What follows belongs to an exercise in optimizing a design on an open flow for small area and a short achievable clock period; a production flow would make more cautious choices. Only simulation tests tie the RTL to the original design; equivalence was not proved. No activity file was given, so power comes from the tool's default toggle rates.

`flow/design.v`:
```
package pq_pkg;
    localparam int PQ_KEY_W = 32;
    localparam int PQ_VAL_W = 32;
    localparam int PQ_DEPTH = 16;
    typedef struct packed {
        logic                valid;
        logic [PQ_KEY_W-1:0] key;
        logic [PQ_VAL_W-1:0] val;
    } pq_elem_t;
    typedef enum logic [1:0] {
        SHIFT_HOLD = 2'd0,
        SHIFT_UP   = 2'd1,
        SHIFT_DOWN = 2'd2,
        SHIFT_LOAD = 2'd3
    } pq_shift_e;
endpackage
module pq_key_gt
#(
    parameter int W = 32
) (
    input  logic [W-1:0] a,
    input  logic [W-1:0] b,
    output logic         gt
);
    localparam int LV = $clog2(W);
    logic [W-1:0] g [LV+1];
    logic [W-1:0] p [LV+1];
    always_comb begin
        for (int l = 0; l <= LV; l++) begin
            g[l] = '0;
            p[l] = '0;
        end
        g[0] = a & ~b;
        p[0] = a | ~b;
        for (int l = 1; l <= LV; l++) begin
            for (int n = 0; n < (W >> l); n++) begin
                g[l][n] = g[l-1][2*n+1] | (p[l-1][2*n+1] & g[l-1][2*n]);
                p[l][n] = p[l-1][2*n+1] & p[l-1][2*n];
            end
        end
        gt = g[LV][0];
    end
endmodule
module pq_sorted_path
#(
    parameter int KEY_W = pq_pkg::PQ_KEY_W,
    parameter int VAL_W = pq_pkg::PQ_VAL_W,
    parameter int DEPTH = pq_pkg::PQ_DEPTH
) (
    input  logic                         system1000,
    input  logic                         system1000_rst,
    input  logic                         push_valid,
    output logic                         push_ready,
    input  logic [KEY_W-1:0]             push_key,
    input  logic [VAL_W-1:0]             push_val,
    input  logic                         pop_valid,
    output logic                         pop_ready,
    output logic                         out_valid,
    output logic [KEY_W-1:0]             out_key,
    output logic [VAL_W-1:0]             out_val,
    output logic [$clog2(DEPTH+1)-1:0]   count,
    output logic                         empty,
    output logic                         full
);
    localparam int CNT_W = $clog2(DEPTH + 1);
    localparam int RW    = $clog2(DEPTH);
    logic [KEY_W-1:0] key_r  [DEPTH];
    logic [VAL_W-1:0] val_r  [DEPTH];
    logic [RW-1:0]    rank_r [DEPTH];
    logic [DEPTH-1:0] vld_r;
    logic [DEPTH-1:0] pend_r;      
    logic             has_pend_r;  
    logic [DEPTH-1:0] head_r;      
    logic [DEPTH-1:0] gt_r;        
    logic             push_fire_s;
    logic             pop_fire_s;
    logic [DEPTH-1:0] rkd_s;       
    logic [DEPTH-1:0] head_s;      
    logic [DEPTH-1:0] free_s;      
    logic [DEPTH-1:0] gt_s;        
    logic             has_pend_s;
    logic             pend_min_s;  
    logic [DEPTH-1:0] min_s;       
    logic             pop_head_s;
    logic             ins_s;       
    logic [DEPTH-1:0] wsel_s;      
    logic [DEPTH-1:0] gpos_s;      
    logic [DEPTH-1:0] first_s;
    logic [RW-1:0]    rkd_cnt_s;   
    logic [RW-1:0]    rkd_cnt1_s;  
    logic [RW-1:0]    ins_rank0_s; 
    logic [RW-1:0]    ins_rank1_s; 
    logic [RW-1:0]    ins_rank_s;  
    logic [CNT_W-1:0] cnt_nxt_s;
    logic [RW-1:0]    rank_nxt_s [DEPTH];
    logic [DEPTH-1:0] vld_nxt_s;
    logic [DEPTH-1:0] pend_nxt_s;
    logic [KEY_W-1:0] min_key_s;
    logic [VAL_W-1:0] min_val_s;
    assign pop_ready = ~empty;
    assign push_ready = ~full | pop_valid;
    assign push_fire_s = push_valid & push_ready;
    assign pop_fire_s  = pop_valid & pop_ready;
    for (genvar i = 0; i < DEPTH; i++) begin : g_cmp
        pq_key_gt #(.W(KEY_W)) u_gt (.a(key_r[i]), .b(push_key), .gt(gt_s[i]));
    end
    always_comb begin
        for (int i = 0; i < DEPTH; i++) begin
            rkd_s[i]  = vld_r[i] & ~pend_r[i];
            head_s[i] = head_r[i];
        end
    end
    assign has_pend_s = has_pend_r;
    assign pend_min_s = has_pend_s & (~|head_s | |(head_s & gt_r));
    assign min_s      = pend_min_s ? pend_r : head_s;
    assign pop_head_s = pop_fire_s & ~pend_min_s;
    assign ins_s      = has_pend_s & ~(pop_fire_s & pend_min_s);
    always_comb begin
        logic seen;
        seen = 1'b0;
        for (int i = 0; i < DEPTH; i++) begin
            free_s[i] = ~vld_r[i] & ~seen;
            seen      = seen | ~vld_r[i];
        end
    end
    assign wsel_s = full ? min_s : free_s;
    assign rkd_cnt_s  = RW'(count - CNT_W'(has_pend_s));
    assign rkd_cnt1_s = RW'(count - CNT_W'(has_pend_s) - CNT_W'(1));
    always_comb begin
        for (int p = 0; p < DEPTH; p++) begin
            gpos_s[p] = 1'b0;
            for (int i = 0; i < DEPTH; i++) begin
                gpos_s[p] = gpos_s[p] | (gt_r[i] & rkd_s[i] & (rank_r[i] == RW'(p)));
            end
        end
        first_s[0] = gpos_s[0];
        for (int p = 1; p < DEPTH; p++) begin
            first_s[p] = gpos_s[p] & ~gpos_s[p-1];
        end
        ins_rank0_s = (|gpos_s) ? RW'(0) : rkd_cnt_s;
        ins_rank1_s = (|gpos_s) ? RW'(0) : rkd_cnt1_s;
        for (int p = 1; p < DEPTH; p++) begin
            ins_rank0_s = ins_rank0_s | ({RW{first_s[p]}} & RW'(p));
            ins_rank1_s = ins_rank1_s | ({RW{first_s[p]}} & RW'(p - 1));
        end
    end
    assign ins_rank_s = pop_head_s ? ins_rank1_s : ins_rank0_s;
    always_comb begin
        min_key_s = '0;
        min_val_s = '0;
        for (int i = 0; i < DEPTH; i++) begin
            min_key_s = min_key_s | ({KEY_W{min_s[i]}} & key_r[i]);
            min_val_s = min_val_s | ({VAL_W{min_s[i]}} & val_r[i]);
        end
    end
    always_ff @(posedge system1000) begin
        for (int i = 0; i < DEPTH; i++) begin
            if (free_s[i] | (full & min_s[i] & push_valid & pop_valid)) begin
                key_r[i] <= push_key;
                val_r[i] <= push_val;
            end
        end
    end
    always_ff @(posedge system1000) begin
        gt_r       <= gt_s;
        pend_r     <= pend_nxt_s;
    end
    always_comb begin
        for (int i = 0; i < DEPTH; i++) begin
            if (pend_r[i]) begin
                rank_nxt_s[i] = ins_rank_s;
            end else if (ins_s & gt_r[i] & ~pop_head_s) begin
                rank_nxt_s[i] = rank_r[i] + RW'(1);
            end else if (pop_head_s & ~(ins_s & gt_r[i])) begin
                rank_nxt_s[i] = rank_r[i] - RW'(1);
            end else begin
                rank_nxt_s[i] = rank_r[i];
            end
        end
    end
    assign vld_nxt_s  = ({DEPTH{push_fire_s}} & wsel_s) | (vld_r & ~({DEPTH{pop_fire_s}} & min_s));
    assign pend_nxt_s = {DEPTH{push_fire_s}} & wsel_s;
    always_ff @(posedge system1000) begin
        for (int i = 0; i < DEPTH; i++) begin
            rank_r[i] <= rank_nxt_s[i];
        end
    end
    always_ff @(posedge system1000) begin
        if (system1000_rst) begin
            has_pend_r <= 1'b0;
            head_r     <= '0;
        end else begin
            has_pend_r <= push_fire_s;
            for (int i = 0; i < DEPTH; i++) begin
                head_r[i] <= vld_nxt_s[i] & ~pend_nxt_s[i] & (rank_nxt_s[i] == RW'(0));
            end
        end
    end
    always_ff @(posedge system1000) begin
        if (system1000_rst) begin
            vld_r <= '0;
        end else begin
            vld_r <= vld_nxt_s;
        end
    end
    always_comb begin
        cnt_nxt_s = count;
        if (push_fire_s && !pop_fire_s) begin
            cnt_nxt_s = count + CNT_W'(1'b1);
        end else if (pop_fire_s && !push_fire_s) begin
            cnt_nxt_s = count - CNT_W'(1'b1);
        end
    end
    always_ff @(posedge system1000) begin
        if (system1000_rst) begin
            count     <= '0;
            empty     <= 1'b1;
            full      <= 1'b0;
            out_valid <= 1'b0;
        end else begin
            count     <= cnt_nxt_s;
            empty     <= (cnt_nxt_s == CNT_W'(0));
            full      <= (cnt_nxt_s == CNT_W'(DEPTH));
            out_valid <= pop_fire_s;
        end
    end
    always_ff @(posedge system1000) begin
        out_key <= min_key_s;
        out_val <= min_val_s;
    end
endmodule
```
`flow/run.sh`:
```
#!/bin/bash
# synth_recipe.tcl (not shown) runs the flow's synth.tcl, then flattens the netlist and writes it again
# the make line also repeats each setting of config.mk as NAME=value (left out here)
make -C /OpenROAD-flow-scripts/flow DESIGN_CONFIG=/design/flow/config.mk WORK_HOME=/design/flow/orfs CLKGATE_MAP_FILE= SYNTH_SCRIPT=/design/flow/synth_recipe.tcl finish
```
`flow/config.mk`:
```
export PLATFORM = sky130hd
export DESIGN_NAME = pq_sorted_path
export DESIGN_NICKNAME = pq_sorted_path
export VERILOG_FILES = /design/flow/design.v
export SDC_FILE = /design/flow/constraint.sdc
export NUM_CORES = 4
export LEC_CHECK = 0
export CAP_MARGIN = 20
export CORE_MARGIN = 2
export CORE_UTILIZATION = 55
export CTS_BUF_LIST = sky130_fd_sc_hd__clkbuf_8
export CTS_CLUSTER_DIAMETER = 50
export CTS_CLUSTER_SIZE = 14
export PLACE_DENSITY = 0.65
export SETUP_SLACK_MARGIN = 1.5
export SLEW_MARGIN = 20
```
`flow/constraint.sdc`:
```
create_clock -name core_clock -period 5.5 [get_ports {system1000}]
set_input_delay 1.1000 -clock core_clock [delete_from_list [all_inputs] [get_ports {system1000}]]
set_output_delay 1.1000 -clock core_clock [all_outputs]
set_load 0.01 [all_outputs]
```
==> results of run 1 <==
-- critical path: cells and delay by family, from the launching register on --
family	cells	cell delay, ns
AND/OR/NAND/NOR	4	1.22
multiplexers	1	0.53
flip-flops	1	0.51
buffers and inverters	2	0.54
AO/OA/AOI/OAI	3	0.83
-- layout make-up --
class / instances / area, µm² / area share, %
Clock buffer: 135 / 1860 / 2.92
Clock inverter: 108 / 870 / 1.37
Multi-Input combinational cell: 2769 / 20000 / 31.5
Tap cell: 1368 / 1710 / 2.69
Timing Repair Buffer: 335 / 3300 / 5.20
Sequential cell: 1225 / 34800 / 54.8
Inverter: 248 / 938 / 1.48
Antenna cell: 4 / 10.0 / 0.0158
-- flip-flops by register name, indices dropped and copies added, names as in the netlist --
register,cells
out_key,32
count,5
val_r,512
rank_r,64
gt_r,16
key_r,512
has_pend_r,1
empty,1
full,1
out_val,32
out_valid,1
head_r,16
pend_r,16
vld_r,16
-- per-stage QoR --
| stage | instances | setup WS, ns | instance area (µm²) | hold slack [ns] |
|---|---|---|---|---|
| floorplan | 4513 | 0.719 | 56400 | 0.444 |
| global placement | 5909 | -0.125 | 60000 | 0.462 |
| detailed placement | 5910 | -0.0268 | 60100 | 0.475 |
| CTS | 6157 | 1.49 | 62900 | 0.493 |
| global route | 6190 | 1.44 | 63500 | 0.503 |
| finish | 6192 | 1.48 | 63500 | 0.488 |
-- cell families (layout without fill, tap and decap cells) --
logic type / Yosys count / count (layout) / share of synthesized area [%]
AO/OA/AOI/OAI: 1415 / 1415 / 18.4
flip-flops: 1225 / 1225 / 61.9
AND/OR/NAND/NOR: 1027 / 1029 / 9.90
buffers and inverters: 521 / 826 / 3.71
adder cells (fa/ha/maj): 221 / 221 / 4.32
XOR/XNOR: 69 / 69 / 1.08
multiplexers: 35 / 35 / 0.693
other: 0 / 4 / 0
-- timing repair --
action	4_1_cts	5_1_grt
hold buffers	0	0
buffers inserted	4	28
cloned	0	3
pin swaps	3	20
gates resized for setup	28	97
setup endpoints to repair	706	444
-- cells in the mapped netlist, drive strengths merged, types with 19 or more instances --
master | number | share of area [%]
nand3b | 29 | 0.39
mux2 | 28 | 0.56
xnor2 | 51 | 0.80
o22ai | 120 | 1.3
edfxtp | 1024 | 55
inv | 242 | 1.6
ha | 85 | 1.9
a22o | 156 | 2.4
and3 | 43 | 0.50
a22oi | 175 | 2.3
a32oi | 19 | 0.30
buf | 75 | 0.73
dfxtp | 201 | 7.2
nor4 | 35 | 0.54
a21o | 30 | 0.40
nand3 | 113 | 1.0
a2111oi | 28 | 0.51
o2111ai | 21 | 0.35
nor2 | 189 | 1.3
o21ai | 181 | 1.6
a21oi | 242 | 2.2
a222oi | 41 | 0.73
nand4 | 100 | 1.1
maj3 | 136 | 2.4
nand2b | 34 | 0.38
nor2b | 36 | 0.40
nand2 | 263 | 1.8
or3 | 20 | 0.24
a221oi | 223 | 3.5
nor3 | 44 | 0.39
a211oi | 21 | 0.28
clkbuf | 198 | 1.3
-- path summary, 6_finish.rpt --
kind         cells past startpoint          end  slack [ns]
max                             10  out_key[24]        1.48
min                              2   out_val[8]        0.49
max reg2reg                     10  out_key[24]        1.48
min reg2reg                      2   out_val[8]        0.49
-- layer usage --
metal  up-vias  share of wire, %
met5         -             0.076
met4        18               6.6
met3       906                13
met2      3632                43
met1     21600                37
li1      18400                 -
-- power by group --
part,internal [µW],switching (µW)
sequential,10500,677
clock,2800,3560
combinational,1720,2840
total,15000,7080
==> impl_metrics.ini, run 1 <==
[sta]
period_share_pct = 73.0
fin_skew_ns = 0.0558
rsz0062_at_grt = yes
finalSetupViolCount = 0
timing.fmax_ghz = 0.249
hold_violations = 0
setup_tns_ns = 0
maxSlewHeadroom_pct = 26.9
min_period_ns = 4.02
tightest_slew_ns = 1.09
slew_viol_final = 0

[floorplanning]
num_io_pins = 142
start_util_pct = 55.3
coreArea_mm2 = 0.102
num_rows = 117
die_width_um = 324
fp.dieH_um = 324
fp.dieArea_mm2 = 0.105

[global_route]
grt_pass1_vias = 41800
use_met1_pct = 54.0
grt_usage_pct = 40.4
grtUsageMet2_pct = 60.5
grt_pass1_wl_um = 301000
use_met3_pct = 10.9
grt_max_degree = 65
grt_antenna_before_repair = 10
grt-busiest-layer = met2
grt-ovfl-total = 0

[yosys]
async_reset_ff_share_pct = 0
syn_nets = 4666
synth_ff_type = edfxtp_1
synth-edff-count = 1024
ys_seq_area_share_pct = 61.9
yosys_warnings = 12
syn_inst = 4513
synth.distinct_cells = 104
synthesis.area_mm2 = 0.0562
synth-seq-cells = 1225
postSynthAreaPerCell_um2 = 12.4

[flow_run]
drv_cap = 0

[clock_tree]
clockRootBuffer = clkbuf_8
clk_path_buf_depth = 3
insertion_delay_ns = 0.91
numCtsBuffers = 132
clk_pin_slew_ns = 0.08
cts_tree = done
clkSinkCount = 1225
cts_htree_levels = 4

[worst_hold_path]
hold_path.class = flop to flop
hp-start = val_r[0][8]

[worst_setup_path]
start_kind = flop
cp-startpoint = gt_r[4]
arrival_ns = 4.60
cp_max_fo = 22
worstSetupPathType = flop to flop
crit_chain = a22oi_1 > nand4_1 > nor4_4 > nand2b_1 > buf_12 > mux2_8 > buf_4 > a22o_1 > a221oi_1 > nand4_1
endpoint_kind = flop
cp_data_required_time_ns = 6.09
cpMostUsedCell = nand4_1
cp_slowest_cell = mux2_8
timing.rr.start = gt_r[4]
slowest_delay_ns = 0.53

[placement]
io_buffers = 141
post-dp-hpwl_um = 138000
place.gp.congestion = 1.05

[final_layout]
layout_common_cells = edfxtp_1 (1024), inv_1 (276), nand2_1 (263), a21oi_1 (237), a221oi_1 (221)
final_common_cell = edfxtp_1
final_layout_size_suffix_gt1_share_pct = 12.1
fillerInstances = 8089
finish.utilization_pct = 62.5
area_growth_syn_to_layout_pct = 13.1
fin_nets = 4864

[routing]
routedWlPerCell_um = 34.9
drt-total-wl_um = 216000
dr.first_iter.drc_count = 7347
ant_nets = 0
drc = 0
routed-via-count = 44500
vias_per_cell = 7.19
firstDrtPassIters = 10

[power_and_ir_drop]
power_uw = 22100
leakage_uw = 0.0213
peakVddDrop_uv = 414
p_per_area_mw_per_mm2 = 348

[run_status]
status = timing/DRC/antenna clean
==> run 2, diff against run 1 <==
--- a/flow/config.mk
+++ b/flow/config.mk
@@ -12,5 +12,5 @@
 export CTS_CLUSTER_DIAMETER = 50
 export CTS_CLUSTER_SIZE = 14
 export PLACE_DENSITY = 0.65
-export SETUP_SLACK_MARGIN = 1.5
+export SETUP_SLACK_MARGIN = 2.0
 export SLEW_MARGIN = 20
==> impl_metrics.ini, run 2 <==
[run_status]
status = timing/DRC/antenna clean

[worst_hold_path]
hold-path-cell-count = 2
hold_path_end = out_val[12]
hold_path.class = flop to flop
hp-start = val_r[6][12]

[worst_setup_path]
cp_data_required_time_ns = 6.24
start_kind = flop
r2r_cells = 13
r2r_end = head_r[0]
worstSetupPathType = flop to flop
r2r_setup_slack_ns = 1.83
cp_max_fo = 11
timing.rr.start = pend_r[4]
endpoint_kind = flop
arrival_ns = 4.41

[global_route]
grt_max_degree = 65
grt_pass1_vias = 43100
grt_usage_pct = 42.7
grt-ovfl-total = 0
grt_antenna_before_repair = 15
grt_pass1_wl_um = 316000

[clock_tree]
clkSinkCount = 1225
cts_htree_levels = 4
cts_tree = done
clk_pin_slew_ns = 0.09
clk_path_buf_depth = 3
clockRootBuffer = clkbuf_8
insertion_delay_ns = 0.88
numCtsBuffers = 133

[placement]
place.gp.congestion = 1.04
post-dp-hpwl_um = 139000
io_buffers = 141
place_inst = 5927
place_ws_ns = 0.179

[sta]
timing.fmax_ghz = 0.272
min_period_ns = 3.67
slew_viol_final = 0
finalSetupViolCount = 0
rsz0062_at_grt = yes
hold_violations = 0
fin_skew_ns = 0.0514
setup_tns_ns = 0
tightest_slew_ns = 1.16
final.setup.worst_slack_ns = 1.83
hold_ws_ns = 0.482
maxSlewHeadroom_pct = 22.7
period_share_pct = 66.8

[final_layout]
area_growth_syn_to_layout_pct = 19.3
final_common_cell = edfxtp_1
fin_nets = 5034
fillerInstances = 7634
instances_no_fill = 6364
layout_common_cells = edfxtp_1 (1024), nand2_1 (254), inv_1 (250), buf_4 (248), a21oi_1 (227)
reg.largest.list = key_r: 512 flops, val_r: 512 flops, rank_r: 64 flops
final_layout_size_suffix_gt1_share_pct = 20.6

[yosys]
synth_xor_area_share_pct = 1.08
ys_seq_area_share_pct = 61.9
synth.distinct_cells = 104
yosys-top-cells-count = edfxtp_1 (1024), nand2_1 (263), inv_1 (240)
synth-edff-count = 1024
synth_fa_ha_area_share_pct = 4.32
postSynthAreaPerCell_um2 = 12.4
synthTopCellsByArea = edfxtp_1 (55%), dfxtp_1 (7.2%), a221oi_1 (3.5%)
synth_compound_area_share_pct = 18.4
synth_simple_gate_area_share_pct = 9.90
yosysTopAreaCell = edfxtp_1
synthesis.area_mm2 = 0.0562
syn_inst = 4513
synth_top_family_by_area = compound AO/OA/AOI/OAI gates
yosysTopAreaCellShare_pct = 54.7
yosys_warnings = 12
synthMuxAreaShare_pct = 0.693
syn_nets = 4666
synth_ff_type = edfxtp_1
yosysMostFrequentCell = edfxtp_1
async_reset_ff_share_pct = 0
synth-seq-cells = 1225

[routing]
firstDrtPassIters = 11
vias_per_cell = 7.25
ant_nets = 0
routed-via-count = 46200
drc = 0
drt-total-wl_um = 228000
routedWlPerCell_um = 35.8
dr.first_iter.drc_count = 8270

[power_and_ir_drop]
p_per_area_mw_per_mm2 = 346
peakVddDrop_uv = 370
leakage_uw = 0.0227

[floorplanning]
fp.dieH_um = 324
fp.dieArea_mm2 = 0.105
num_io_pins = 142
start_util_pct = 55.3
die_width_um = 324
num_rows = 117
coreArea_mm2 = 0.102

[flow_run]
drv_cap = 0
## run 2: cell type report
type | count | area [µm²] | share of cell area [%]
diodes | 4 | 10.0 | 0.0149
clock buffers | 142 | 1950 | 2.91
clock inverters | 104 | 927 | 1.38
inverters | 248 | 993 | 1.48
multi-input cells | 2777 | 21400 | 31.9
flip-flops and latches | 1225 | 35000 | 52.2
well taps | 1368 | 1710 | 2.55
repair buffers | 494 | 5050 | 7.54
repair inverters | 2 | 15.0 | 0.0224
## run 2: metrics by stage
stage / area (µm²) / total power (µW) / utilization, %
6_report: 67000 / 23200 / 66.0
2_1_floorplan: 56600 / 13600 / -
4_1_cts: 65700 / 22600 / 64.6
3_3_place_gp: 60300 / 15300 / 59.4
5_1_grt: 67000 / 23800 / 66.0
3_5_place_dp: 60300 / 15300 / 59.4
## run 2: how the worst max path moves through the flow
stage	start	end	cells past startpoint
2_1_floorplan	push_key[1]	gt_r[3]	12
3_3_place_gp	push_key[0]	gt_r[15]	12
3_5_place_dp	push_key[0]	gt_r[15]	12
4_1_cts	push_key[21]	gt_r[14]	11
5_1_grt	pend_r[7]	head_r[3]	12
6_report	pend_r[4]	head_r[0]	13
## run 2: worst max-delay path: stages (launching register included)
cell and delay (ns):
dfxtp_4 0.39, or3b_4 0.44, nor3b_4 0.28, buf_4 0.19, a22oi_1 0.06, and4_2 0.29, and3_1 0.19, a222oi_1 0.29
and4_1 0.31, o21a_1 0.22, o21ai_4 0.13, buf_12 0.17, a2111o_1 0.36, nor4_1 0.21
## run 2: metal layers
layer / up-vias / wire, µm / global-route usage (%)
li1: 18700 / - / -
met1: 22500 / 83000 / 56.8
met2: 3910 / 97300 / 62.7
met3: 971 / 31400 / 12.0
met4: 16 / 16200 / 25.0
met5: - / 113 / 0
## run 2: logic make-up after synthesis
family,count (synthesis)
buffers and inverters,521
DFF,1225
xor gates and xnor gates,69
AOI/OAI and AO/OA,1415
and+or+nand+nor,1027
adders and majority gates,221
muxes,35
## run 2: where the power goes
group,switching (µW),internal (µW),leakage (µW)
registers,704,10500,0.0110
clock network,3570,3040,0.00159
logic,3200,2140,0.0102
total,7480,15700,0.0227
## run 2: timing repair
action | 4_1_cts | 5_1_grt
setup buffers | 107 | 60
pin swaps | 84 | 74
cloned | 16 | 4
hold buffers | 0 | 0
endpoints found under the setup margin | 1196 | 618
gates resized for setup | 373 | 226
==> run 3, diff against run 2 <==
--- a/flow/config.mk
+++ b/flow/config.mk
@@ -14,3 +14,4 @@
 export PLACE_DENSITY = 0.65
 export SETUP_SLACK_MARGIN = 2.0
 export SLEW_MARGIN = 20
+export TNS_END_PERCENT = 5
==> impl_metrics.ini, run 3 <==
[yosys]
yosysTopAreaCellShare_pct = 54.7
synth-edff-count = 1024
synthTopCellsByArea = edfxtp_1 (55%), dfxtp_1 (7.2%), a221oi_1 (3.5%)
yosysTopAreaCell = edfxtp_1
synth_top_family_by_area = compound AO/OA/AOI/OAI gates
synth_fa_ha_area_share_pct = 4.32
postSynthAreaPerCell_um2 = 12.4
syn_inst = 4513
synth_compound_area_share_pct = 18.4
yosys_warnings = 12
synth_xor_area_share_pct = 1.08
synth_simple_gate_area_share_pct = 9.90
syn_nets = 4666
synthMuxAreaShare_pct = 0.693
synth-seq-cells = 1225
synthesis.area_mm2 = 0.0562
yosysMostFrequentCell = edfxtp_1
yosys-top-cells-count = edfxtp_1 (1024), nand2_1 (263), inv_1 (240)
ys_seq_area_share_pct = 61.9
synth_ff_type = edfxtp_1
synth.distinct_cells = 104
async_reset_ff_share_pct = 0

[floorplanning]
num_rows = 117
die_width_um = 324
coreArea_mm2 = 0.102
fp.dieArea_mm2 = 0.105
num_io_pins = 142
fp.dieH_um = 324
start_util_pct = 55.3

[final_layout]
finish.utilization_pct = 64.4
layout_common_cells = edfxtp_1 (1024), inv_1 (269), nand2_1 (259), buf_4 (236), a21oi_1 (231)
final_common_cell = edfxtp_1
fin_nets = 4964
finalInstanceArea_mm2 = 0.0654
reg.largest.list = key_r: 512 flops, val_r: 512 flops, rank_r: 64 flops
final_layout_size_suffix_gt1_share_pct = 17.8
instances_no_fill = 6295
area_growth_syn_to_layout_pct = 16.5

[clock_tree]
cts_htree_levels = 3
cts_tree = done
clockRootBuffer = clkbuf_8
clkSinkCount = 1225
clk_pin_slew_ns = 0.10
clk_path_buf_depth = 3
numCtsBuffers = 119
insertion_delay_ns = 0.89

[power_and_ir_drop]
peakVddDrop_uv = 516
clkPwrFrac_pct = 27.3
comb_power_share_pct = 22.9
internal-power_uw = 15100
switching_share_pct = 32.5
p_seq_share_pct = 49.8
p_per_area_mw_per_mm2 = 342
leakage_uw = 0.0221
net-switching-power_uw = 7270

[sta]
maxSlewHeadroom_pct = 15.3
tightest_slew_ns = 1.25
timing.fmax_ghz = 0.259
slew_viol_final = 0
final.setup.worst_slack_ns = 1.63
rsz0062_at_grt = yes
setup_tns_ns = 0
min_period_ns = 3.87
period_share_pct = 70.3
finalSetupViolCount = 0
hold_violations = 0
fin_skew_ns = 0.0949

[worst_setup_path]
worstSetupPathType = input pin to flop
cp_max_fo = 22
start_kind = input pin
cp_data_required_time_ns = 6.22
arrival_ns = 4.58
endpoint_kind = flop

[run_status]
status = timing/DRC/antenna clean

[routing]
routedWlPerCell_um = 35.2
drc = 0
drt-total-wl_um = 222000
vias_per_cell = 7.21
routed-via-count = 45400
firstDrtPassIters = 10
ant_nets = 0
dr.first_iter.drc_count = 7922

[worst_hold_path]
hold_path.class = flop to flop

[placement]
place_ws_ns = 0.327
place_inst = 5921
io_buffers = 141
post-dp-hpwl_um = 137000
placed_area_mm2 = 0.0602
place.gp.congestion = 1.02

[global_route]
grt_antenna_before_repair = 16
grt_usage_pct = 41.2
grt_max_degree = 65
grt_pass1_vias = 42200
grt-ovfl-total = 0
grt_pass1_wl_um = 307000

[flow_run]
drv_cap = 0
## run 3: final cells by class
type,instances,area [µm²]
Multi-Input combinational cell,2773,20800
Clock buffer,131,1800
Fill cell,7933,36200
Timing Repair inverter,1,7.51
Antenna cell,9,22.5
Clock inverter,97,768
Timing Repair Buffer,443,4370
Inverter,248,970
Sequential cell,1225,35000
Tap cell,1368,1710
## run 3: worst max-delay path, cell delays in order
cell and delay, ns:
clkdlybuf4s50_1 0.68, inv_1 0.13, buf_4 0.30, o22ai_1 0.12
nor3_1 0.27, o2111ai_1 0.64, nor4_1 0.53, o211ai_1 0.38
o221ai_2 0.42
## run 3: metrics by stage
| step | hold slack [ns] | power (µW) |
|---|---|---|
| finish | 0.483 | 22400 |
| global route | 0.512 | 23000 |
| CTS | 0.491 | 21900 |
| detailed placement | 0.464 | 15300 |
| global placement | 0.456 | 15300 |
| floorplan | 0.444 | 13600 |
## run 3: cell families after synthesis
family,after synthesis
compound gates,1415
xor+xnor,69
fa+ha+maj,221
buf+inv,521
flops,1225
mux,35
simple gates,1027
## run 3: final timing paths
kind / slack (ns) / depth (start not counted) / start / to
max reg2reg: 1.64 / 7 / vld_r[3] / key_r[11][19]
min: 0.48 / 2 / val_r[7][3] / out_val[3]
min reg2reg: 0.48 / 2 / val_r[7][3] / out_val[3]
max: 1.63 / 9 / push_key[29] / gt_r[8]
## run 3: power by group through the flow
stage / Sequential [µW] / Clock (µW) / Combinational [µW]
2_1_floorplan: 11000 / 0 / 2590
3_3_place_gp: 11200 / 0 / 4070
3_5_place_dp: 11300 / 0 / 4090
4_1_cts: 11100 / 6090 / 4680
5_1_grt: 11200 / 6430 / 5350
6_report: 11200 / 6100 / 5130
## run 3: timing repair
action,CTS,global route
gates resized for setup,242,206
setup buffers,78,50
endpoints found under the setup margin,1047,826
cloned,6,3
hold buffers,0,0
pin swaps,66,61
## run 3: per-layer routing
metal  wire [µm]  global-route usage (%)
met1       82900                    55.4
met2       96200                    61.7
met3       28600                    10.7
met4       14000                    21.7
met5          89                       0
==> run 4, diff against run 3 <==
--- a/flow/config.mk
+++ b/flow/config.mk
@@ -12,6 +12,5 @@
 export CTS_CLUSTER_DIAMETER = 50
 export CTS_CLUSTER_SIZE = 14
 export PLACE_DENSITY = 0.65
-export SETUP_SLACK_MARGIN = 2.0
+export SETUP_SLACK_MARGIN = 2.5
 export SLEW_MARGIN = 20
-export TNS_END_PERCENT = 5
==> impl_metrics.ini, run 4 <==
[run_status]
status = timing/DRC/antenna clean

[placement]
place_inst = 5923
place.gp.congestion = 1.05
post-dp-hpwl_um = 138000
io_buffers = 141

[worst_setup_path]
r2r_cells = 16
cp_max_fo = 7
worstSetupPathType = flop to flop
start_kind = flop
timing.rr.start = vld_r[5]
arrival_ns = 4.52
r2r_setup_slack_ns = 1.75
cp_data_required_time_ns = 6.26
r2r_end = head_r[9]
endpoint_kind = flop

[sta]
tightest_slew_ns = 1.32
min_period_ns = 3.75
maxSlewHeadroom_pct = 11.0
rsz0062_at_grt = yes
hold_ws_ns = 0.480
period_share_pct = 68.3
finalSetupViolCount = 0
setup_tns_ns = 0
hold_violations = 0
slew_viol_final = 0
timing.fmax_ghz = 0.266
fin_skew_ns = 0.0750

[yosys]
synth.distinct_cells = 104
yosys-top-cells-count = edfxtp_1 (1024), nand2_1 (263), inv_1 (240)
postSynthAreaPerCell_um2 = 12.4
synthTopCellsByArea = edfxtp_1 (55%), dfxtp_1 (7.2%), a221oi_1 (3.5%)
ys_seq_area_share_pct = 61.9
synth_ff_type = edfxtp_1
synth-edff-count = 1024
async_reset_ff_share_pct = 0
yosys_warnings = 12
yosysTopAreaCell = edfxtp_1
yosysTopAreaCellShare_pct = 54.7
synthesis.area_mm2 = 0.0562
syn_inst = 4513
synth-seq-cells = 1225
syn_nets = 4666
yosysMostFrequentCell = edfxtp_1

[final_layout]
multi_input_area_mm2 = 0.0223
instances_no_fill = 6508
reg.largest.list = key_r: 512 flops, val_r: 512 flops, rank_r: 64 flops
fin_nets = 5172
layout_common_cells = edfxtp_1 (1024), buf_4 (302), nand2_1 (238), inv_1 (233), a21oi_1 (199)
final_common_cell = edfxtp_1
final_layout_size_suffix_gt1_share_pct = 26.7
fillerInstances = 7248
seq_area_mm2 = 0.0350
finish.utilization_pct = 69.2
area_growth_syn_to_layout_pct = 25.1

[clock_tree]
cts_htree_levels = 4
insertion_delay_ns = 0.90
clk_pin_slew_ns = 0.09
clockRootBuffer = clkbuf_8
numCtsBuffers = 135
clk_path_buf_depth = 3
cts_tree = done
clkSinkCount = 1225

[routing]
dr.first_iter.drc_count = 8804
drc = 0
firstDrtPassIters = 12
drt-total-wl_um = 241000
routedWlPerCell_um = 37.0
ant_nets = 0
routed-via-count = 47300
vias_per_cell = 7.27

[worst_hold_path]
hold-path-cell-count = 2
hold_path.class = flop to flop
hp-start = val_r[0][8]
hold_path_end = out_val[8]

[floorplanning]
num_io_pins = 142
coreArea_mm2 = 0.102
die_width_um = 324
start_util_pct = 55.3
fp.dieArea_mm2 = 0.105
num_rows = 117
fp.dieH_um = 324

[global_route]
grt-ovfl-total = 0
grt_antenna_before_repair = 17
grt_max_degree = 65
grt_pass1_vias = 43400
grt_usage_pct = 43.6
grt_pass1_wl_um = 322000

[power_and_ir_drop]
leakage_uw = 0.0241
p_per_area_mw_per_mm2 = 338
power_uw = 23800
peakVddDrop_uv = 323

[flow_run]
drv_cap = 0
run 4: changes by cell type in the layout (fill, tap and decap cells not counted), sizes merged, moves of 3 or more:
cell and change:
dlymetal6s2s -5, clkdlybuf4s50 -12, bufinv +8, bufbuf +14, clkdlybuf4s15 +4, clkinvlp +25
clkbuf +30, dlygate4sd2 +5, buf +165, mux2 +6, clkinv +3, inv -32
run 4: metrics by stage:
| step | setup slack, ns | cell area [µm²] |
|---|---|---|
| after CTS | 1.88 | 68100 |
| final | 1.75 | 70300 |
| after global placement | 0.415 | 60300 |
| after detailed placement | 0.467 | 60300 |
| after floorplan | 1.84 | 56700 |
| after global routing | 1.69 | 70200 |
run 4: final cells by class:
type	count	area share, %
Sequential cell	1225	49.8
Multi-Input combinational cell	2779	31.7
Timing Repair Buffer	627	10.2
Clock buffer	148	2.90
Tap cell	1368	2.44
Inverter	248	1.46
Clock inverter	99	1.41
Antenna cell	11	0.0392
Timing Repair inverter	3	0.0321
run 4: kinds of logic (layout without fill, tap and decap cells):
kind of cell / count (synthesis) / count (layout) / synth area share (%)
xor gates and xnor gates: 69 / 69 / 1.08
buffers and inverters: 521 / 1125 / 3.71
and+or+nand+nor: 1027 / 1031 / 9.90
muxes: 35 / 42 / 0.693
AOI/OAI and AO/OA: 1415 / 1416 / 18.4
adders and majority gates: 221 / 221 / 4.32
DFF: 1225 / 1225 / 61.9
other: 0 / 11 / 0
run 4: timing repair:
item | CTS | global route
endpoints found under the setup margin | 1221 | 979
setup buffers | 200 | 72
gates resized for setup | 684 | 268
gates cloned | 35 | 20
pin swaps | 174 | 116
hold buffers | 0 | 0
run 4: worst max path at each step:
stage / from / slack, ns / cells after the start / to
final: vld_r[5] / 1.75 / 16 / head_r[9]
after global routing: rank_r[15][1] / 1.69 / 17 / head_r[9]
after CTS: pend_r[6] / 1.88 / 13 / head_r[0]
after detailed placement: push_key[1] / 0.47 / 13 / gt_r[15]
after global placement: push_key[1] / 0.41 / 13 / gt_r[15]
after floorplan: vld_r[0] / 1.84 / 8 / key_r[15][0]
run 4: report_power, final:
group	switching, µW	internal (µW)
registers	684	10500
clock network	3590	3260
logic	3360	2350
run 4: per-layer routing:
metal	track usage [%]	up-vias	share of wire (%)
li1	-	19100	-
met1	59.3	22900	36
met2	61.8	4294	41
met3	14.9	985	16
met4	23.1	18	7.1
met5	0.741	-	0.14
run 4: worst max-delay path: stages (launching register included):
cell	delay [ns]
dfxtp_1	0.34
nor4bb_2	0.17
buf_4	0.15
buf_4	0.16
and3b_1	0.21
a2111oi_0	0.43
and4_4	0.33
nand3_1	0.10
nor4_2	0.32
nand4_2	0.14
buf_6	0.17
or3b_4	0.42
o21ai_4	0.12
buf_12	0.19
buf_12	0.15
a21o_1	0.18
nor4_4	0.04
==> run 5, diff against run 4 <==
--- a/flow/design.v
+++ b/flow/design.v
@@ -94,6 +94,7 @@
     logic [CNT_W-1:0] cnt_nxt_s;
     logic [RW-1:0]    rank_nxt_s [DEPTH];
     logic [DEPTH-1:0] vld_nxt_s;
+    logic [DEPTH-1:0] head_nxt_s;
     logic [DEPTH-1:0] pend_nxt_s;
     logic [KEY_W-1:0] min_key_s;
     logic [VAL_W-1:0] min_val_s;
@@ -180,6 +181,17 @@
     end
     assign vld_nxt_s  = ({DEPTH{push_fire_s}} & wsel_s) | (vld_r & ~({DEPTH{pop_fire_s}} & min_s));
     assign pend_nxt_s = {DEPTH{push_fire_s}} & wsel_s;
+    always_comb begin
+        for (int i = 0; i < DEPTH; i++) begin
+            if (pend_r[i]) begin
+                head_nxt_s[i] = ins_s & (pop_head_s ? (gpos_s[1] | (rkd_cnt_s == RW'(1)))
+                                                     : pend_min_s);
+            end else begin
+                head_nxt_s[i] = vld_nxt_s[i] & ~pend_nxt_s[i] & ~(ins_s & gt_r[i]) &
+                                (pop_head_s ? (rank_r[i] == RW'(1)) : (rank_r[i] == RW'(0)));
+            end
+        end
+    end
     always_ff @(posedge system1000) begin
         for (int i = 0; i < DEPTH; i++) begin
             rank_r[i] <= rank_nxt_s[i];
@@ -191,9 +203,7 @@
             head_r     <= '0;
         end else begin
             has_pend_r <= push_fire_s;
-            for (int i = 0; i < DEPTH; i++) begin
-                head_r[i] <= vld_nxt_s[i] & ~pend_nxt_s[i] & (rank_nxt_s[i] == RW'(0));
-            end
+            head_r <= head_nxt_s;
         end
     end
     always_ff @(posedge system1000) begin
--- a/flow/config.mk
+++ b/flow/config.mk
@@ -12,5 +12,5 @@
 export CTS_CLUSTER_DIAMETER = 50
 export CTS_CLUSTER_SIZE = 14
 export PLACE_DENSITY = 0.65
-export SETUP_SLACK_MARGIN = 2.5
+export SETUP_SLACK_MARGIN = 2.0
 export SLEW_MARGIN = 20
==> impl_metrics.ini, run 5 <==
[run_status]
status = timing/DRC/antenna clean

[yosys]
yosysTopAreaCell = edfxtp_1
syn_inst = 4548
yosysMostFrequentCell = edfxtp_1
yosysTopAreaCellShare_pct = 57.6
synthesis.area_mm2 = 0.0567
synth.distinct_cells = 95
synthTopCellsByArea = edfxtp_1 (58%), dfxtp_1 (4.8%), a221oi_1 (4.6%)
synth_xor_area_share_pct = 0.849
synth_compound_area_share_pct = 19.0
synth-edff-count = 1088
synth_ff_type = edfxtp_1
synth_simple_gate_area_share_pct = 8.79
ys_seq_area_share_pct = 62.4
synth_fa_ha_area_share_pct = 3.89
postSynthAreaPerCell_um2 = 12.5
yosys-top-cells-count = edfxtp_1 (1088), a221oi_1 (296), a21oi_1 (285)
synth-seq-cells = 1225
synthMuxAreaShare_pct = 1.22
async_reset_ff_share_pct = 0
synth_top_family_by_area = compound AO/OA/AOI/OAI gates
yosys_warnings = 12
syn_nets = 4702

[sta]
maxSlewHeadroom_pct = 16.7
tightest_slew_ns = 1.24
hold_violations = 0
setup_tns_ns = 0
finalSetupViolCount = 0
rsz0062_at_grt = yes
timing.fmax_ghz = 0.275
slew_viol_final = 0
period_share_pct = 66.2
min_period_ns = 3.64
final.setup.worst_slack_ns = 1.86
fin_skew_ns = 0.0858

[global_route]
grt-ovfl-total = 0
grt_max_degree = 65
grt_antenna_before_repair = 18
grt_pass1_vias = 41800
grt_pass1_wl_um = 306000
grt_usage_pct = 40.2

[floorplanning]
coreArea_mm2 = 0.102
start_util_pct = 55.6
num_rows = 117
fp.dieH_um = 325
fp.dieArea_mm2 = 0.106
num_io_pins = 142
die_width_um = 325

[worst_setup_path]
cp_max_fo = 47
slowest_delay_ns = 0.48
worst-path-buf-inv = 5
crit_family = buffers and inverters
start_kind = flop
worstSetupPathType = flop to flop
endpoint_kind = flop
cpMostUsedCell = buf_4
crit_chain = a22oi_1 > nand2_1 > o41ai_4 > buf_4 > buf_6 > buf_4 > mux2_4 > clkinvlp_4 > o22ai_4 > buf_12
arrival_ns = 4.17
cp_slowest_cell = clkinvlp_4
cp_data_required_time_ns = 6.02

[clock_tree]
cts_tree = done
cts_htree_levels = 4
numCtsBuffers = 136
clkSinkCount = 1225
clk_path_buf_depth = 3
insertion_delay_ns = 0.91
clk_pin_slew_ns = 0.09
clockRootBuffer = clkbuf_8

[flow_run]
drv_cap = 0

[final_layout]
fillerInstances = 7779
fin_nets = 4967
finish.utilization_pct = 64.2
final_common_cell = edfxtp_1
area_growth_syn_to_layout_pct = 15.4
layout_common_cells = edfxtp_1 (1088), a221oi_1 (286), a21oi_1 (284), inv_1 (283), nor2_1 (224)
reg.largest.list = key_r: 512 flops, val_r: 512 flops, rank_r: 64 flops
final_layout_size_suffix_gt1_share_pct = 14.3

[routing]
drt-met1-wl_um = 82000
dr.first_iter.drc_count = 8238
ant_nets = 0
routedWlPerCell_um = 35.2
firstDrtPassIters = 10
drc = 0
wl_met3_um = 29400
routed-via-count = 45700
vias_per_cell = 7.25
route.top_layer_used = met5
routed-wl-met2_um = 96400
drt-total-wl_um = 222000

[placement]
io_buffers = 141
post-dp-hpwl_um = 140000
place.gp.congestion = 1.06
place_ws_ns = 0.637

[power_and_ir_drop]
peakVddDrop_uv = 268
p_per_area_mw_per_mm2 = 302
leakage_uw = 0.0224

[worst_hold_path]
hold_path.class = flop to flop
[run 5: cell count changes after synthesis, sizes merged, moves of 26 or more]
cell / previous run / this run
a22o: 156 / 210
a21oi: 242 / 286
a22oi: 175 / 52
edfxtp: 1024 / 1088
nor2: 189 / 229
dfxtp: 201 / 137
clkbuf: 198 / 224
a31oi: 11 / 48
nand2: 263 / 200
a221oi: 223 / 296
[run 5: path summary, 6_finish.rpt]
path              cells past startpoint         from       endpoint  slack, ns
hold / removal                        2  val_r[4][9]     out_val[9]       0.49
setup reg to reg                     10     gt_r[14]  val_r[14][29]       1.86
hold reg to reg                       2  val_r[4][9]     out_val[9]       0.49
setup / recovery                     10     gt_r[14]  val_r[14][29]       1.86
[run 5: area by class of cell]
class	instances	area (µm²)	area share, %
clock buffers	149	2050	3.13
multi-input cells	2772	20200	30.8
clock inverters	103	925	1.41
flip-flops and latches	1225	35500	54.2
diodes	13	32.5	0.0497
inverters	265	1060	1.61
repair inverters	1	5.00	0.00764
repair buffers	412	4040	6.16
well taps	1368	1710	2.61
[run 5: power by group]
group / internal [µW] / total, µW / leakage, µW / switching (µW)
clock network: 3170 / 6720 / 0.00167 / 3540
logic: 886 / 2430 / 0.00966 / 1540
registers: 10400 / 10600 / 0.0110 / 251
total: 14400 / 19800 / 0.0224 / 5340
[run 5: worst register-to-register path: stages, from the launching register on]
cell,delay (ns)
dfxtp_2,0.44
a22oi_1,0.26
nand2_1,0.15
o41ai_4,0.38
buf_4,0.21
buf_6,0.16
buf_4,0.17
mux2_4,0.21
clkinvlp_4,0.48
o22ai_4,0.37
buf_12,0.41
[run 5: logic make-up (layout without fill, tap and decap cells)]
logic type               count (synthesis)  count (layout)
AO/OA/AOI/OAI                         1494            1494
flip-flops                            1225            1225
AND/OR/NAND/NOR                        958             958
buffers and inverters                  556             930
adder cells (fa/ha/maj)                199             199
multiplexers                            61              66
XOR/XNOR                                55              55
other                                    0              13
[run 5: timing repair]
action | CTS | global route
hold buffers | 0 | 0
pin swaps | 17 | 25
setup buffers | 53 | 56
gates resized for setup | 102 | 113
cloned | 2 | 7
endpoints found under the setup margin | 825 | 204
[run 5: layer usage]
layer	vias up	GRT usage (%)
met4	14	21.0
met2	3701	59.8
met3	742	8.84
met5	-	0
met1	22500	55.5
li1	18800	-
[run 5: metrics by stage]
step	total power (µW)	cells	cell area [µm²]	hold slack (ns)
6_report	19800	6308	65500	0.489
3_3_place_gp	12900	5924	60600	0.468
3_5_place_dp	12900	5925	60600	0.468
4_1_cts	19600	6232	64500	0.494
2_1_floorplan	11900	4548	57000	0.447
5_1_grt	20200	6301	65500	0.508
==> run 6, diff against run 5 <==
--- a/flow/config.mk
+++ b/flow/config.mk
@@ -12,5 +12,5 @@
 export CTS_CLUSTER_DIAMETER = 50
 export CTS_CLUSTER_SIZE = 14
 export PLACE_DENSITY = 0.65
-export SETUP_SLACK_MARGIN = 2.0
+export SETUP_SLACK_MARGIN = 2.25
 export SLEW_MARGIN = 20
==> impl_metrics.ini, run 6 <==
[run_status]
status = timing/DRC/antenna clean

[yosys]
yosysTopAreaCell = edfxtp_1
syn_inst = 4548
postSynthAreaPerCell_um2 = 12.5
synth-seq-cells = 1225
synth-edff-count = 1088
synth.distinct_cells = 95
synthesis.area_mm2 = 0.0567
yosys_warnings = 12
async_reset_ff_share_pct = 0
yosysTopAreaCellShare_pct = 57.6
ys_seq_area_share_pct = 62.4
synth_ff_type = edfxtp_1
yosys-top-cells-count = edfxtp_1 (1088), a221oi_1 (296), a21oi_1 (285)
yosysMostFrequentCell = edfxtp_1
synthTopCellsByArea = edfxtp_1 (58%), dfxtp_1 (4.8%), a221oi_1 (4.6%)
syn_nets = 4702

[worst_setup_path]
worst-path-buf-inv = 2
worstSetupPathType = flop to flop
endpoint_kind = flop
arrival_ns = 4.10
crit_family = compound AO/OA/AOI/OAI gates
cp_max_fo = 9
cp_data_required_time_ns = 6.09
start_kind = flop
crit_chain = nor2b_1 > and2_1 > a2111oi_2 > buf_4 > nand4_1 > nand4_1 > a21boi_2 > nand4_1 > o211ai_4 > clkbuf_16 > a31oi_1
cpMostUsedCell = nand4_1
cp_slowest_cell = dfxtp_1
slowest_delay_ns = 0.51

[clock_tree]
cts_htree_levels = 4
postCtsHoldBufs = 0
clk_pin_slew_ns = 0.09
clockRootBuffer = clkbuf_8
clkSinkCount = 1225
insertion_delay_ns = 0.89
cts_tree = done
clk_path_buf_depth = 3
numCtsBuffers = 131

[sta]
slew_viol_final = 0
tightest_slew_ns = 1.14
fin_skew_ns = 0.0668
maxSlewHeadroom_pct = 23.2
period_share_pct = 63.9
timing.fmax_ghz = 0.285
setup_tns_ns = 0
min_period_ns = 3.51
finalSetupViolCount = 0
rsz0062_at_grt = yes
hold_violations = 0

[floorplanning]
num_io_pins = 142
start_util_pct = 55.6
fp.dieArea_mm2 = 0.106
die_width_um = 325
coreArea_mm2 = 0.102
fp.dieH_um = 325
num_rows = 117

[power_and_ir_drop]
clkPwrFrac_pct = 32.8
power_uw = 19700
comb_power_share_pct = 13.2
net-switching-power_uw = 5460
p_per_area_mw_per_mm2 = 293
internal-power_uw = 14200
peakVddDrop_uv = 303
leakage_uw = 0.0229
switching_share_pct = 27.8
p_seq_share_pct = 54.0

[routing]
dr.first_iter.drc_count = 8199
ant_nets = 0
routed-via-count = 47100
drt-total-wl_um = 235000
firstDrtPassIters = 14
vias_per_cell = 7.39
drc = 0
routedWlPerCell_um = 36.9

[placement]
place_inst = 5918
io_buffers = 141
post-dp-hpwl_um = 142000
place.gp.congestion = 1.02

[global_route]
grt_antenna_before_repair = 13
grt_max_degree = 65
grt_usage_pct = 42.6
grt_pass1_vias = 43300
grt-ovfl-total = 0
grt_pass1_wl_um = 322000

[flow_run]
drv_cap = 0

[final_layout]
final_common_cell = edfxtp_1
final_layout_size_suffix_gt1_share_pct = 17.8
fin_nets = 5046
instances_no_fill = 6373
layout_common_cells = edfxtp_1 (1088), a21oi_1 (282), a221oi_1 (264), inv_1 (263), buf_4 (256)
reg.largest.list = key_r: 512 flops, val_r: 512 flops, rank_r: 64 flops
area_growth_syn_to_layout_pct = 18.1

[worst_hold_path]
hold_path.class = flop to flop
run 6: cell counts after synthesis:
No cell type changed its count.
run 6: through the flow:
| step | util, % | setup slack, ns | hold slack (ns) | cell area, µm² |
|---|---|---|---|---|
| 6_report | 65.7 | 1.99 | 0.485 | 67000 |
| 4_1_cts | 64.1 | 2.07 | 0.485 | 65400 |
| 2_1_floorplan | - | 1.98 | 0.447 | 57200 |
| 3_5_place_dp | 59.2 | 0.768 | 0.470 | 60400 |
| 3_3_place_gp | 59.2 | 0.830 | 0.460 | 60400 |
| 5_1_grt | 65.7 | 1.90 | 0.511 | 67000 |
run 6: routing by layer:
layer | global-route usage [%] | up-vias | part of all wire (%)
li1 | - | 18900 | -
met1 | 56.6 | 23100 | 36
met5 | 0 | - | 0.026
met2 | 63.6 | 4127 | 43
met4 | 25.1 | 8 | 7.1
met3 | 10.5 | 938 | 14
run 6: cell families (layout without fill, tap and decap cells):
group | Yosys count | in the layout | share of synthesized area, %
adder cells (fa/ha/maj) | 199 | 199 | 3.89
multiplexers | 61 | 74 | 1.22
buffers and inverters | 556 | 991 | 3.80
AND/OR/NAND/NOR | 958 | 959 | 8.79
other | 0 | 8 | 0
XOR/XNOR | 55 | 55 | 0.849
AO/OA/AOI/OAI | 1494 | 1494 | 19.0
flip-flops | 1225 | 1225 | 62.4
run 6: power by group through the flow:
stage	combinational, µW	sequential (µW)	clock, µW
after floorplan	1200	10700	0
after global placement	2050	10800	0
after detailed placement	2060	10800	0
after CTS	2330	10600	6440
after global routing	2690	10600	6790
final	2600	10600	6440
run 6: final cells by class:
class                      instances  area (µm²)
clock buffer                     138        1900
fill                            7781       35000
inverter                         265        1110
antenna                            8        20.0
clock inverter                   100         882
multi-input combinational       2781       20900
tap                             1368        1710
sequential                      1225       35500
timing repair inverter             4        22.5
timing repair buffer             484        4900
run 6: worst min-delay path: cells and delay by family (launching register included):
family	cells	cell delay (ns)
AO/OA/AOI/OAI	1	0.07
flip-flops	1	0.33
AND/OR/NAND/NOR	1	0.06
run 6: path summary, 6_finish.rpt:
check                     from  slack (ns)  cells past startpoint      endpoint
setup / recovery      vld_r[7]        1.99                     11  rank_r[1][0]
hold / removal    val_r[5][14]        0.49                      2   out_val[14]
setup reg to reg      vld_r[7]        1.99                     11  rank_r[1][0]
hold reg to reg   val_r[5][14]        0.49                      2   out_val[14]
run 6: what timing repair did:
item / in CTS / in global routing
pin swaps: 61 / 55
resized for setup: 267 / 205
setup buffers: 98 / 83
gates cloned: 18 / 10
endpoints found under the setup margin: 1214 / 456
==> run 7, diff against run 6 <==
==> flow/flow/run.sh (new file) <==
#!/bin/bash
set -euo pipefail
CTS="-sink_clustering_enable -repair_clock_nets -sink_clustering_size 14 -sink_clustering_max_diameter 50 -buf_list sky130_fd_sc_hd__clkbuf_8 -dont_use_dummy_load"
bash standard.sh MATCH_CELL_FOOTPRINT=0 \
    "BUFFER_PORTS_ARGS=-buffer_cell sky130_fd_sc_hd__buf_2" \
    "CTS_ARGS=$CTS" finish > flow_make.log 2>&1
==> flow/standard.sh (new file) <==
#!/bin/bash
# synth_recipe.tcl (not shown) runs the flow's synth.tcl, then flattens the netlist and writes it again
# the make line also repeats each setting of config.mk as NAME=value (left out here)
make -C /OpenROAD-flow-scripts/flow DESIGN_CONFIG=/design/flow/config.mk WORK_HOME=/design/flow/orfs CLKGATE_MAP_FILE= SYNTH_SCRIPT=/design/flow/synth_recipe.tcl "${@:-finish}"
--- a/flow/config.mk
+++ b/flow/config.mk
@@ -12,5 +12,5 @@
 export CTS_CLUSTER_DIAMETER = 50
 export CTS_CLUSTER_SIZE = 14
 export PLACE_DENSITY = 0.65
-export SETUP_SLACK_MARGIN = 2.25
+export SETUP_SLACK_MARGIN = 2.0
 export SLEW_MARGIN = 20
removed: flow/run.sh
==> impl_metrics.ini, run 7 <==
[floorplanning]
die_width_um = 325
num_io_pins = 142
fp.dieArea_mm2 = 0.106
fp.dieH_um = 325
num_rows = 117
coreArea_mm2 = 0.102
start_util_pct = 55.6

[sta]
maxSlewHeadroom_pct = 18.5
tightest_slew_ns = 1.21
timing.fmax_ghz = 0.269
slew_viol_final = 0
hold_violations = 0
period_share_pct = 67.6
finalSetupViolCount = 0
fin_skew_ns = 0.106
setup_tns_ns = 0
rsz0062_at_grt = yes
min_period_ns = 3.72

[yosys]
synth_xor_area_share_pct = 0.849
synthMuxAreaShare_pct = 1.22
yosys_warnings = 12
synth_compound_area_share_pct = 19.0
yosysTopAreaCellShare_pct = 57.6
ys_seq_area_share_pct = 62.4
syn_inst = 4548
synth_top_family_by_area = compound AO/OA/AOI/OAI gates
synth_simple_gate_area_share_pct = 8.79
postSynthAreaPerCell_um2 = 12.5
synth_ff_type = edfxtp_1
syn_nets = 4702
synth_fa_ha_area_share_pct = 3.89
synthTopCellsByArea = edfxtp_1 (58%), dfxtp_1 (4.8%), a221oi_1 (4.6%)
yosysMostFrequentCell = edfxtp_1
synth-edff-count = 1088
yosysTopAreaCell = edfxtp_1
synth-seq-cells = 1225
synth.distinct_cells = 95
yosys-top-cells-count = edfxtp_1 (1088), a221oi_1 (296), a21oi_1 (285)
synthesis.area_mm2 = 0.0567
async_reset_ff_share_pct = 0

[final_layout]
finish.utilization_pct = 61.9
final_layout_size_suffix_gt1_share_pct = 15.1
fillerInstances = 8004
final_common_cell = edfxtp_1
seq_area_mm2 = 0.0355
layout_common_cells = edfxtp_1 (1088), a221oi_1 (287), a21oi_1 (284), inv_1 (232), nor2_1 (223)
area_growth_syn_to_layout_pct = 11.3
multi_input_area_mm2 = 0.0203
reg.largest.list = key_r: 512 flops, val_r: 512 flops, rank_r: 64 flops
fin_nets = 4902

[power_and_ir_drop]
leakage_uw = 0.0214
peakVddDrop_uv = 226
p_per_area_mw_per_mm2 = 286

[routing]
routedWlPerCell_um = 36.7
vias_per_cell = 7.44
route.top_layer_used = met5
drc = 0
routed-via-count = 45600
firstDrtPassIters = 12
dr.first_iter.drc_count = 8030
routed-wl-met2_um = 97600
drt-met1-wl_um = 82400
wl_met3_um = 29800
drt-total-wl_um = 225000
ant_nets = 0

[global_route]
grt_antenna_before_repair = 17
grt-ovfl-total = 0
grt_pass1_wl_um = 309000
grt_usage_pct = 40.8
grt_max_degree = 65
grt_pass1_vias = 42100

[worst_setup_path]
crit_chain = buf_4 > ha_1 > nand4b_1 > nand3b_1 > nand4_1 > nor4_2 > a21oi_1 > a221oi_2 > nand4_1 > o211ai_4 > buf_6 > a31oi_1
r2r_setup_slack_ns = 1.78
cp_slowest_cell = nor4_2
slowest_delay_ns = 0.49
worstSetupPathType = flop to flop
cp_max_fo = 9
cp_data_required_time_ns = 6.00
endpoint_kind = flop
cpMostUsedCell = nand4_1
crit_family = simple AND/OR/NAND/NOR gates
arrival_ns = 4.21
path_depth = 12
worst-path-buf-inv = 2
r2r_cells = 12
start_kind = flop

[clock_tree]
cts_htree_levels = 4
numCtsBuffers = 131
clockRootBuffer = clkbuf_8
cts_tree = done
clkSinkCount = 1225
clk_path_buf_depth = 3
clk_pin_slew_ns = 0.09
insertion_delay_ns = 0.90

[placement]
io_buffers = 141
post-dp-hpwl_um = 137000
place.gp.congestion = 1.06

[worst_hold_path]
hold-path-cell-count = 2
hold_path.class = flop to flop

[flow_run]
drv_cap = 0

[run_status]
status = timing/DRC/antenna clean
run 7: worst register-to-register path, delay by kind of cell, from the launching register on:
| family | cells | cell delay [ns] |
|---|---|---|
| simple gates | 5 | 1.34 |
| fa+ha+maj | 1 | 0.21 |
| compound gates | 4 | 1.05 |
| buf+inv | 2 | 0.40 |
| flops | 1 | 0.41 |
run 7: worst paths after layout:
path | startpoint | to
setup / recovery | rank_r[9][1] | rank_r[11][0]
hold / removal | val_r[4][1] | out_val[1]
setup reg to reg | rank_r[9][1] | rank_r[11][0]
hold reg to reg | val_r[4][1] | out_val[1]
run 7: logic make-up (layout without fill, tap and decap cells):
kind of cell | Yosys count | after routing
muxes | 61 | 69
buffers and inverters | 556 | 745
other | 0 | 14
and+or+nand+nor | 958 | 959
AOI/OAI and AO/OA | 1494 | 1494
adders and majority gates | 199 | 199
DFF | 1225 | 1225
xor gates and xnor gates | 55 | 55
run 7: where the power goes:
group	switching (µW)	total, µW	leakage (µW)	internal [µW]
Sequential	235	10600	0.0110	10400
Combinational	1540	2310	0.00940	768
Clock	3030	5150	0.000942	2120
Total	4800	18100	0.0214	13300
run 7: through the flow:
stage	instance area (µm²)	total power [µW]	std cells	hold slack, ns	setup slack (ns)
floorplan	57000	11900	4548	0.447	1.57
global placement	59300	12800	5870	0.460	0.700
detailed placement	59300	12800	5871	0.476	0.721
CTS	62100	17900	6050	0.492	1.99
global route	63100	18500	6117	0.497	1.85
finish	63100	18100	6128	0.481	1.78
run 7: layout make-up:
class	instances	share of cell area [%]
flip-flops and latches	1225	56.2
well taps	1368	2.71
inverters	265	1.69
multi-input cells	2776	32.2
clock buffers	131	2.86
repair inverters	6	0.0515
diodes	14	0.0555
repair buffers	343	4.31
run 7: what timing repair did:
item,CTS,global route
setup endpoints to repair,1175,582
buffers inserted,40,54
hold buffers,0,0
gates cloned,8,10
pin swaps,17,29
resized for setup,117,135
run 7: metal layers:
metal  vias to the layer above  global-route usage [%]
li1                      18500                       -
met1                     22400                    55.0
met2                      3795                    60.7
met3                       863                    10.4
met4                        24                    22.3
met5                         -                       0
==> run 8, diff against run 7 <==
--- a/flow/design.v
+++ b/flow/design.v
@@ -71,6 +71,7 @@
     logic [DEPTH-1:0] pend_r;      
     logic             has_pend_r;  
     logic [DEPTH-1:0] head_r;      
+    logic             pend_min_r;  
     logic [DEPTH-1:0] gt_r;        
     logic             push_fire_s;
     logic             pop_fire_s;
@@ -112,7 +113,7 @@
         end
     end
     assign has_pend_s = has_pend_r;
-    assign pend_min_s = has_pend_s & (~|head_s | |(head_s & gt_r));
+    assign pend_min_s = pend_min_r;
     assign min_s      = pend_min_s ? pend_r : head_s;
     assign pop_head_s = pop_fire_s & ~pend_min_s;
     assign ins_s      = has_pend_s & ~(pop_fire_s & pend_min_s);
@@ -200,9 +201,11 @@
     always_ff @(posedge system1000) begin
         if (system1000_rst) begin
             has_pend_r <= 1'b0;
+            pend_min_r <= 1'b0;
             head_r     <= '0;
         end else begin
             has_pend_r <= push_fire_s;
+            pend_min_r <= push_fire_s & ~|(head_nxt_s & ~gt_s);
             head_r <= head_nxt_s;
         end
     end
==> impl_metrics.ini, run 8 <==
[routing]
dr.first_iter.drc_count = 7929
ant_nets = 0
routedWlPerCell_um = 37.0
drc = 0
vias_per_cell = 7.36
firstDrtPassIters = 19
drt-total-wl_um = 227000
routed-via-count = 45100

[placement]
io_buffers = 141
place_ws_ns = 0.516
place.gp.congestion = 1.07
post-dp-hpwl_um = 143000
placed_area_mm2 = 0.0603

[sta]
setup_tns_ns = 0
tightest_slew_ns = 1.18
finalSetupViolCount = 0
maxSlewHeadroom_pct = 21.2
slew_viol_final = 0
fin_skew_ns = 0.0902
min_period_ns = 3.58
final.setup.worst_slack_ns = 1.92
rsz0062_at_grt = yes
period_share_pct = 65.2
hold_violations = 0
timing.fmax_ghz = 0.279

[worst_setup_path]
arrival_ns = 4.32
crit_chain = buf_2 > inv_1 > buf_4 > o22ai_1 > or3_1 > a21o_1 > a311oi_1 > nor2_1 > a32oi_1 > nand4_1 > nor4_1
cp_slowest_cell = or3_1
crit_family = compound AO/OA/AOI/OAI gates
cp_data_required_time_ns = 6.23
start_kind = input pin
r2r_setup_slack_ns = 1.97
worst-path-buf-inv = 3
slowest_delay_ns = 0.54
cp_max_fo = 27
worstSetupPathType = input pin to flop
endpoint_kind = flop

[power_and_ir_drop]
p_per_area_mw_per_mm2 = 291
leakage_uw = 0.0216
comb_power_share_pct = 14.4
internal-power_uw = 13500
power_uw = 18500
p_seq_share_pct = 57.7
net-switching-power_uw = 5030
peakVddDrop_uv = 270
switching_share_pct = 27.1
clkPwrFrac_pct = 27.9

[global_route]
grt_pass1_wl_um = 314000
grt_antenna_before_repair = 17
grt_usage_pct = 41.4
grt_pass1_vias = 42000
grt-ovfl-total = 0
grt_max_degree = 65

[yosys]
syn_inst = 4530
syn_nets = 4684
yosys_warnings = 12
ys_seq_area_share_pct = 61.7
yosys-top-cells-count = edfxtp_1 (1088), inv_1 (298), a221oi_1 (269)
yosysTopAreaCell = edfxtp_1
yosysMostFrequentCell = edfxtp_1
synth-edff-count = 1088
postSynthAreaPerCell_um2 = 12.7
synth_ff_type = edfxtp_1
yosysTopAreaCellShare_pct = 56.9
async_reset_ff_share_pct = 0
synthesis.area_mm2 = 0.0574
synthTopCellsByArea = edfxtp_1 (57%), dfxtp_1 (4.8%), a221oi_1 (4.1%)
synth-seq-cells = 1226
synth.distinct_cells = 108

[final_layout]
final_layout_size_suffix_gt1_share_pct = 16.1
area_growth_syn_to_layout_pct = 11.0
finalInstanceArea_mm2 = 0.0637
layout_common_cells = edfxtp_1 (1088), inv_1 (283), a221oi_1 (268), nand2_1 (206), buf_4 (192)
fillerInstances = 8116
fin_nets = 4900
final_common_cell = edfxtp_1
reg.largest.list = key_r: 512 flops, val_r: 512 flops, rank_r: 64 flops

[run_status]
status = timing/DRC/antenna clean

[clock_tree]
insertion_delay_ns = 0.87
cts_htree_levels = 4
clockRootBuffer = clkbuf_8
clk_pin_slew_ns = 0.07
clk_path_buf_depth = 3
cts_tree = done
clkSinkCount = 1226
numCtsBuffers = 133

[floorplanning]
num_rows = 118
coreArea_mm2 = 0.103
start_util_pct = 55.5
die_width_um = 327
fp.dieArea_mm2 = 0.107
num_io_pins = 142
fp.dieH_um = 327

[flow_run]
drv_cap = 0

[worst_hold_path]
hold_path.class = flop to flop
[run 8: changes by cell type after synthesis, sizes merged, moves of 46 or more]
cell / delta
nor2: -74
inv: +46
nor2b: +76
nand2b: +55
a21oi: -135
maj3: +51
[run 8: per-layer routing]
metal  global-route usage (%)  vias up  share of wire (%)
met5                    0.311        -              0.066
met4                     21.4       20                5.8
met3                     10.8      826                 14
met2                     59.1     3726                 42
met1                     58.6    22200                 38
li1                         -    18300                  -
[run 8: through the flow]
step	hold slack [ns]	cells	util [%]
6_report	0.477	6135	61.6
5_1_grt	0.495	6127	61.6
2_1_floorplan	0.447	4530	-
4_1_cts	0.481	6050	60.5
3_3_place_gp	0.463	5889	58.2
3_5_place_dp	0.467	5889	58.2
[run 8: worst min-delay path, stage by stage, from the launching register on]
cell,delay (ns)
edfxtp_1,0.32
a221oi_1,0.07
nand4_1,0.06
[run 8: final cells by class]
type                    instances  area [µm²]  area share [%]
diodes                         11        27.5          0.0432
clock buffers                 133        1830            2.87
inverters                     309        1210            1.90
multi-input cells            2712       20800            32.6
flip-flops and latches       1226       35500            55.7
well taps                    1380        1730            2.71
repair buffers                362        2680            4.20
repair inverters                2        10.0          0.0157
[run 8: power groups by stage]
stage	combinational, µW	clock (µW)	sequential, µW
final	2670	5170	10700
after global routing	2770	5500	10700
after CTS	2390	5210	10700
after detailed placement	2250	0	10900
after global placement	2230	0	10900
after floorplan	1340	0	10800
[run 8: path summary, 6_finish.rpt]
path | from | endpoint | depth (start not counted)
min | val_r[1][31] | out_val[31] | 2
min reg2reg | val_r[1][31] | out_val[31] | 2
max | push_key[30] | pend_min_r | 11
max reg2reg | vld_r[9] | rank_r[11][0] | 12
[run 8: logic make-up (layout without fill, tap and decap cells)]
group,count (synthesis),in the layout,share of synthesized area [%]
compound gates,1334,1334,17.6
flops,1226,1226,61.7
other cells,0,11,0
simple gates,983,983,9.40
buf+inv,592,806,3.98
fa+ha+maj,250,250,4.74
xor+xnor,57,57,0.869
mux,88,88,1.66
[run 8: timing repair]
item,CTS,global route
buffers inserted,27,71
hold buffers,0,0
setup endpoints to repair,101,68
pin swaps,15,36
gates resized for setup,72,138
cloned,1,3

[static timing again, ports no longer ideal]
How much do the figures lean on ideal ports? The routed layouts below were timed once more, with nothing changed but the port constraints. Step 1, drivers: a clkbuf_16 drives system1000 and a buf_2 each remaining input, both assumed. Step 2 also shifts input and output timing later by t, the mid clock arrival at the registers, as if the neighbouring blocks saw the same clock. a / b / c = ideal ports / drivers / drivers and shift; a / b = the first two.
run	shift t [ns]	setup slack, ns	worst setup path at the end
run 1	0.953	1.484 / 1.484 / 0.639	input to register
run 2	0.922	1.826 / 1.826 / 0.956	input to register
run 3	0.924	1.634 / 1.644 / 0.762	input to register
run 4	0.940	1.745 / 1.745 / 1.400	input to register
run 5	0.934	1.859 / 1.844 / 0.910	input to register
run 6	0.940	1.987 / 1.987 / 1.329	input to register
run 7	0.907	1.784 / 1.784 / 0.977	input to register
run 8	0.908	1.915 / 1.932 / 1.024	input to register
After both steps every run listed still meets setup and hold. For run 5, which loses most, drivers alone change the setup slack by -0.015 ns; drivers and shift together by -0.949 ns.
